Background: an optimization exercise with open tools, aiming at small area, a short achievable clock period and few clock cycles per item. Do not read the settings as production practice.
Where RTL was checked, it was by simulation tests only, not by an equivalence proof against the original.
Power figures rest on the tool's default switching activity, not on a simulated workload.

==> run G <==
## md5_hash_engine_top
module md5_hash_engine_top (
  input  logic                clk,
  input  logic                rst_n,
  input  md5_pkg::md5_in_t    in_data,
  input  logic                in_push,
  output logic                in_full,
  output md5_pkg::md5_out_t   out_data,
  output logic                out_empty,
  input  logic                out_pop
);
Settings: LEC_CHECK=0, CAP_MARGIN=20, CORE_MARGIN=2, CORE_UTILIZATION=40, SLEW_MARGIN=20; clock period 11.0 ns.
run.sh (not shown) runs the stock make flow with config.mk's settings and CLKGATE_MAP_FILE= SYNTH_SCRIPT=/design/flow/synth_recipe.tcl, a recipe that flattens the netlist after the stock synthesis.
==> run Y (differences from run G) <==
--- a/flow/design.v
+++ b/flow/design.v
@@ -32,15 +32,18 @@
   logic        ir_v;
   logic [31:0] ir_word;
   logic [2:0]  ir_vb;
   logic        ir_last;
   logic [1:0]  pst_r, pst_nxt;
   logic [1:0]  lc_r, lc_nxt;
   logic [23:0] lo_r, lo_nxt;
-  logic [60:0] blen_r, blen_nxt;
+  logic [28:0] blo_r, blo_nxt;
+  logic [31:0] bhi_r;
+  logic        bcy_r, bcy_nxt;
+  logic        bclr;
   logic [2:0]  nb;
   logic [2:0]  tot;
   logic [23:0] lo_m;
   logic [39:0] ext;
   logic [63:0] comb;
   logic        take;
   logic        consume;
@@ -70,26 +73,28 @@
       default: comb = {ext, 24'h0} | {40'h0, lo_m};
     endcase
   end
   always_comb begin
     pst_nxt  = pst_r;
     lc_nxt   = lc_r;
     lo_nxt   = lo_r;
-    blen_nxt = blen_r;
+    blo_nxt  = blo_r;
+    bcy_nxt  = 1'b0;
+    bclr     = 1'b0;
     wvalid_o = 1'b0;
     wdata_o  = comb[31:0];
     wend_o   = 1'b0;
     consume  = 1'b0;
     case (pst_r)
       P_DATA: begin
         if (ir_v) begin
           wvalid_o = tot[2] | ir_last;
           consume  = wready_i | !(tot[2] | ir_last);
           if (consume) begin
-            blen_nxt = blen_r + {58'h0, nb};
+            {bcy_nxt, blo_nxt} = {1'b0, blo_r} + {27'h0, nb};
             if (tot[2]) begin
               lc_nxt = tot[1:0];
               lo_nxt = comb[55:32];
             end else begin
               lc_nxt = tot[1:0];
               lo_nxt = comb[23:0];
             end
@@ -105,46 +110,50 @@
         if (wready_i) begin
           pst_nxt = P_ZERO;
           lc_nxt  = 2'd0;
         end
       end
       P_ZERO: begin
         wvalid_o = 1'b1;
-        wdata_o  = (wptr_i == 4'd14) ? {blen_r[28:0], 3'b000} : 32'h0;
+        wdata_o  = (wptr_i == 4'd14) ? {blo_r, 3'b000} : 32'h0;
         if (wready_i) begin
           lc_nxt = 2'd0;
           if (wptr_i == 4'd14) begin
             pst_nxt = P_LEN1;
           end
         end
       end
       default: begin
         wvalid_o = 1'b1;
-        wdata_o  = blen_r[60:29];
+        wdata_o  = bhi_r;
         wend_o   = 1'b1;
         if (wready_i) begin
           pst_nxt  = P_DATA;
-          blen_nxt = 61'h0;
+          bclr     = 1'b1;
         end
       end
     endcase
   end
   assign in_full = ir_v && !consume;
   assign take    = in_push && !in_full;
   always_ff @(posedge clk) begin
     if (!rst_n) begin
       ir_v   <= 1'b0;
       pst_r  <= P_DATA;
       lc_r   <= 2'd0;
-      blen_r <= 61'h0;
+      blo_r  <= 29'h0;
+      bhi_r  <= 32'h0;
+      bcy_r  <= 1'b0;
     end else begin
       ir_v   <= take | (ir_v & !consume);
       pst_r  <= pst_nxt;
       lc_r   <= lc_nxt;
-      blen_r <= blen_nxt;
+      blo_r  <= bclr ? 29'h0 : blo_nxt;
+      bhi_r  <= bclr ? 32'h0 : bhi_r + {31'h0, bcy_r};
+      bcy_r  <= bcy_nxt;
     end
   end
   always_ff @(posedge clk) begin
     lo_r <= lo_nxt;
     if (take) begin
       ir_word <= in_data.data_word;
       ir_vb   <= in_data.valid_bytes;
@@ -178,96 +187,120 @@
   logic        rdy_last_r;
   logic [3:0]  wslot;
   logic        wr;
   logic [1:0]  st_r, st_nxt;
   logic [5:0]  step_r;
   logic        rpar_r;
   logic        cur_last_r;
-  logic [31:0] a_r, b_r, c_r, d_r;
+  logic [31:0] b_r, c_r, d_r;
+  logic        nm_r;
+  logic [5:0]  step_nxt;
+  logic [3:0]  grp_r;
+  logic [1:0]  rg_r;
+  logic [1:0]  rj_r;
+  logic [31:0] m1, m2;
+  logic [31:0] rg0, rg1, rg2, rg3;
+  logic [31:0] rot;
   logic [31:0] xr_r;
   logic [3:0][31:0] chain_r;
   logic        ovld_r;
   logic [1:0]  oidx_r;
   logic        comp;
   logic        fin;
   logic        hold;
   logic        adv;
   logic        start;
   logic [3:0]  slot_n;
-  logic [3:0]  rslot;
+  logic [3:0]  rslot_r;
+  logic        rpar_nxt;
+  logic        wok_r, wok_nxt;
+  logic        rdy_nxt;
+  logic [3:0]  wptr_nxt;
   logic [31:0] kc_n;
   logic [31:0] kc;
   logic [31:0] f;
   logic [31:0] t;
-  logic [4:0]  rot_s;
-  logic [63:0] rot_dbl;
   logic [31:0] bsel;
   logic [31:0] b_step;
   logic [31:0] csel;
   logic [31:0] s1;
   logic [31:0] s2;
   logic [31:0] xa;
   assign wptr_o   = wptr_r;
-  assign wready_o = !rdy_r &&
-                    ((st_r == C_IDLE) ||
-                     (comp && ({1'b0, step_r} >= (7'd47 + {3'b000, wptr_r}))));
+  assign wready_o = wok_r;
+  assign wptr_nxt = wr ? wptr_r + 4'd1 : wptr_r;
+  assign rdy_nxt  = start ? 1'b0 : ((wr && (&wptr_r)) ? 1'b1 : rdy_r);
+  assign wok_nxt  = !rdy_nxt &&
+                    ((st_nxt == C_IDLE) ||
+                     ((st_nxt == C_COMP) && ({1'b0, step_nxt} >= (7'd47 + {3'b000, wptr_nxt}))));
   assign wr    = wvalid_i && wready_o;
   assign wslot = wpar_r ? (wptr_r * 4'd7) : wptr_r;
   always_ff @(posedge clk) begin
     if (wr) begin
       buf_r[wslot] <= wdata_i;
     end
   end
   assign comp = (st_r == C_COMP);
   assign fin  = comp && (&step_r);
   assign hold = comp && (step_r == 6'd46) && ovld_r;
   assign adv  = comp && !hold;
   always_comb begin
-    case (step_r[5:4])
-      2'd0:    f = (b_r & c_r) | (~b_r & d_r);
-      2'd1:    f = (b_r & d_r) | (c_r & ~d_r);
-      2'd2:    f = b_r ^ c_r ^ d_r;
-      default: f = c_r ^ (b_r | ~d_r);
-    endcase
+    m1 = ({32{grp_r[0]}} & (c_r ^ d_r)) | ({32{grp_r[2]}}) |
+         ({32{grp_r[1] | grp_r[3]}} & d_r);
+    m2 = ({32{grp_r[0]}} & d_r) | ({32{grp_r[1]}} & c_r & ~d_r) |
+         ({32{grp_r[2]}} & (c_r ^ d_r)) | ({32{grp_r[3]}} & ~(c_r ^ d_r));
+    f = (b_r & m1) ^ m2;
     t = f + xr_r;
   end
   always_comb begin
-    case ({step_r[5:4], step_r[1:0]})
-      4'd0:  rot_s = 5'd7;
-      4'd1:  rot_s = 5'd12;
-      4'd2:  rot_s = 5'd17;
-      4'd3:  rot_s = 5'd22;
-      4'd4:  rot_s = 5'd5;
-      4'd5:  rot_s = 5'd9;
-      4'd6:  rot_s = 5'd14;
-      4'd7:  rot_s = 5'd20;
-      4'd8:  rot_s = 5'd4;
-      4'd9:  rot_s = 5'd11;
-      4'd10: rot_s = 5'd16;
-      4'd11: rot_s = 5'd23;
-      4'd12: rot_s = 5'd6;
-      4'd13: rot_s = 5'd10;
-      4'd14: rot_s = 5'd15;
-      default: rot_s = 5'd21;
+    case (rj_r)
+      2'd0: rg0 = {t[24:0], t[31:25]};
+      2'd1: rg0 = {t[19:0], t[31:20]};
+      2'd2: rg0 = {t[14:0], t[31:15]};
+      default: rg0 = {t[9:0], t[31:10]};
+    endcase
+    case (rj_r)
+      2'd0: rg1 = {t[26:0], t[31:27]};
+      2'd1: rg1 = {t[22:0], t[31:23]};
+      2'd2: rg1 = {t[17:0], t[31:18]};
+      default: rg1 = {t[11:0], t[31:12]};
+    endcase
+    case (rj_r)
+      2'd0: rg2 = {t[27:0], t[31:28]};
+      2'd1: rg2 = {t[20:0], t[31:21]};
+      2'd2: rg2 = {t[15:0], t[31:16]};
+      default: rg2 = {t[8:0], t[31:9]};
+    endcase
+    case (rj_r)
+      2'd0: rg3 = {t[25:0], t[31:26]};
+      2'd1: rg3 = {t[21:0], t[31:22]};
+      2'd2: rg3 = {t[16:0], t[31:17]};
+      default: rg3 = {t[10:0], t[31:11]};
+    endcase
+    case (rg_r)
+      2'd0:    rot = rg0;
+      2'd1:    rot = rg1;
+      2'd2:    rot = rg2;
+      default: rot = rg3;
     endcase
-    rot_dbl = {t, t} << rot_s;
   end
   always_comb begin
     case (step_r[1:0])
-      2'd1:    csel = chain_r[0];
-      2'd2:    csel = chain_r[3];
-      default: csel = chain_r[2];
+      2'd1:    csel = nm_r ? IV_A : chain_r[0];
+      2'd2:    csel = nm_r ? IV_D : chain_r[3];
+      default: csel = nm_r ? IV_C : chain_r[2];
     endcase
   end
   assign s1 = csel + b_r;
-  assign s2 = chain_r[1] + b_r;
+  assign s2 = (nm_r ? IV_B : chain_r[1]) + b_r;
   assign bsel   = (&step_r) ? s2 : b_r;
-  assign b_step = bsel + rot_dbl[63:32];
+  assign b_step = bsel + rot;
+  assign rpar_nxt = start ? !wpar_r : rpar_r;
   always_comb begin
-    case ({rpar_r, step_r})
+    case ({rpar_nxt, step_nxt})
       7'd0: slot_n = 4'd1;
       7'd1: slot_n = 4'd2;
       7'd2: slot_n = 4'd3;
       7'd3: slot_n = 4'd4;
       7'd4: slot_n = 4'd5;
       7'd5: slot_n = 4'd6;
       7'd6: slot_n = 4'd7;
@@ -456,19 +489,18 @@
       6'd59: kc_n = 32'hf7537e82;
       6'd60: kc_n = 32'hbd3af235;
       6'd61: kc_n = 32'h2ad7d2bb;
       6'd62: kc_n = 32'heb86d391;
       default: kc_n = 32'hd76aa478;
     endcase
   end
-  assign rslot = comp ? slot_n : 4'd0;
   assign kc    = comp ? kc_n : 32'hd76aa478;
   always_comb begin
     if (st_r == C_START) begin
-      xa = a_r;
+      xa = nm_r ? IV_A : chain_r[0];
     end else if (fin) begin
       xa = cur_last_r ? IV_A : chain_r[0];
     end else begin
       xa = d_r;
     end
   end
   assign start = rdy_r && ((st_r == C_IDLE) || fin);
@@ -479,25 +511,26 @@
       C_START: st_nxt = C_COMP;
       default: if (fin && !start) st_nxt = C_IDLE;
     endcase
   end
   always_ff @(posedge clk) begin
     if (!rst_n) begin
       wptr_r     <= 4'd0;
+      wok_r      <= 1'b1;
       wpar_r     <= 1'b0;
       rdy_r      <= 1'b0;
       st_r       <= C_IDLE;
       ovld_r     <= 1'b0;
       oidx_r     <= 2'd0;
-      chain_r    <= md5_pkg::MD5_IV;
-      a_r        <= IV_A;
+ nm_r       <= 1'b1;
       b_r        <= IV_B;
       c_r        <= IV_C;
       d_r        <= IV_D;
     end else begin
+      wok_r <= wok_nxt;
       if (!hold) begin
         st_r <= st_nxt;
       end
       if (wr) begin
         wptr_r <= wptr_r + 4'd1;
         if (&wptr_r) begin
           rdy_r      <= 1'b1;
@@ -519,44 +552,48 @@
         end
         if (fin) begin
           chain_r[2] <= s1;
           chain_r[1] <= b_step;
           ovld_r     <= cur_last_r;
           oidx_r     <= 2'd0;
         end
+        if (fin) begin
+          nm_r <= cur_last_r;
+        end
         if (fin && cur_last_r) begin
-          a_r <= IV_A;
           b_r <= IV_B;
           c_r <= IV_C;
           d_r <= IV_D;
         end else if (fin) begin
-          a_r <= chain_r[0];
           b_r <= b_step;
           c_r <= s1;
           d_r <= chain_r[3];
         end else begin
-          a_r <= d_r;
           b_r <= b_step;
           c_r <= b_r;
           d_r <= c_r;
         end
       end
       if (ovld_r && out_pop) begin
         oidx_r <= oidx_r + 2'd1;
         if (&oidx_r) begin
           ovld_r  <= 1'b0;
-          chain_r <= md5_pkg::MD5_IV;
         end
       end
     end
   end
+  assign step_nxt = hold ? step_r : (comp ? step_r + 6'd1 : 6'd0);
   always_ff @(posedge clk) begin
+    step_r <= step_nxt;
+    grp_r  <= 4'b0001 << step_nxt[5:4];
+    rg_r   <= step_nxt[5:4];
+    rj_r   <= step_nxt[1:0];
+    rslot_r <= (st_nxt == C_COMP) ? slot_n : 4'd0;
     if (!hold) begin
-      step_r <= comp ? step_r + 6'd1 : 6'd0;
-      xr_r   <= xa + kc + buf_r[rslot];
+      xr_r   <= xa + kc + buf_r[rslot_r];
     end
   end
   assign out_empty            = !ovld_r;
   assign out_data.digest_word = chain_r[oidx_r];
   assign out_data.word_index  = oidx_r;
   assign out_data.digest_last = &oidx_r;
 endmodule
- CORE_UTILIZATION: 40 -> 50
- SETUP_SLACK_MARGIN: not set -> 5
==> qor summary <==
Outcome: run Y finished clean; run G finished clean
Final WL: run Y 193.3 mm; run G 196.7 mm
Critical path data required time: run Y 11.63 ns; run G 11.58 ns
Setup slack after placement: run Y 2.840 ns; run G 2.362 ns
Sequential Area: run Y 26560 sq um; run G 25820 sq um
Count of flip-flops with a built-in enable after synthesis: run Y 735; run G 613
Data arrival, critical path: run Y 7.45 ns; run G 9.46 ns
Number of cells on the worst reg-to-reg path: run Y 35; run G 32
Post-synth design cell area: run Y 55090 sq um; run G 57630 sq um
Met2 capacity usage during global routing: run Y 52.34%; run G 43.08%
CP Max Fanout: run Y 6; run G 58
VDD IR-drop max: run Y 0.1797 mV; run G 0.2047 mV
Critical path buffers and inverters: run Y 5; run G 1
Crit path top cell by count: run Y buf_12; run G a21oi_1
Compound-gate portion of the synthesized area: run Y 17.01%; run G 21.59%
Testbench counts of run Y, summed over its fixed seeds: cycles 54,546, bytes 43,719.
No functional check of the RTL was part of run G.

==> re-timing with driven ports <==
The flow's constraints put no driver on any port. The routed layouts listed below were extracted and timed again, unchanged, in two steps.
Step 1 assumes that a clkbuf_16 drives the clock port and a buf_2 every other input.
Step 2 adds t to the input delays and takes it off the output delays; t is the mean of the earliest and latest rising clock arrival at the registers after step 1. Input paths then give back, and output paths get back, about the clock's delay inside the block.
Slacks: ideal / step 1 / step 2; pairs: ideal / step 1.
run | shift t [ns] | slack for setup (ns) | pins driven straight from the clock port
run G | 0.804 | 2.123 / 2.123 / 2.123 | 1
run Y | 0.770 | 4.186 / 4.186 / 4.186 | 1
After both steps every run listed still meets setup and hold.
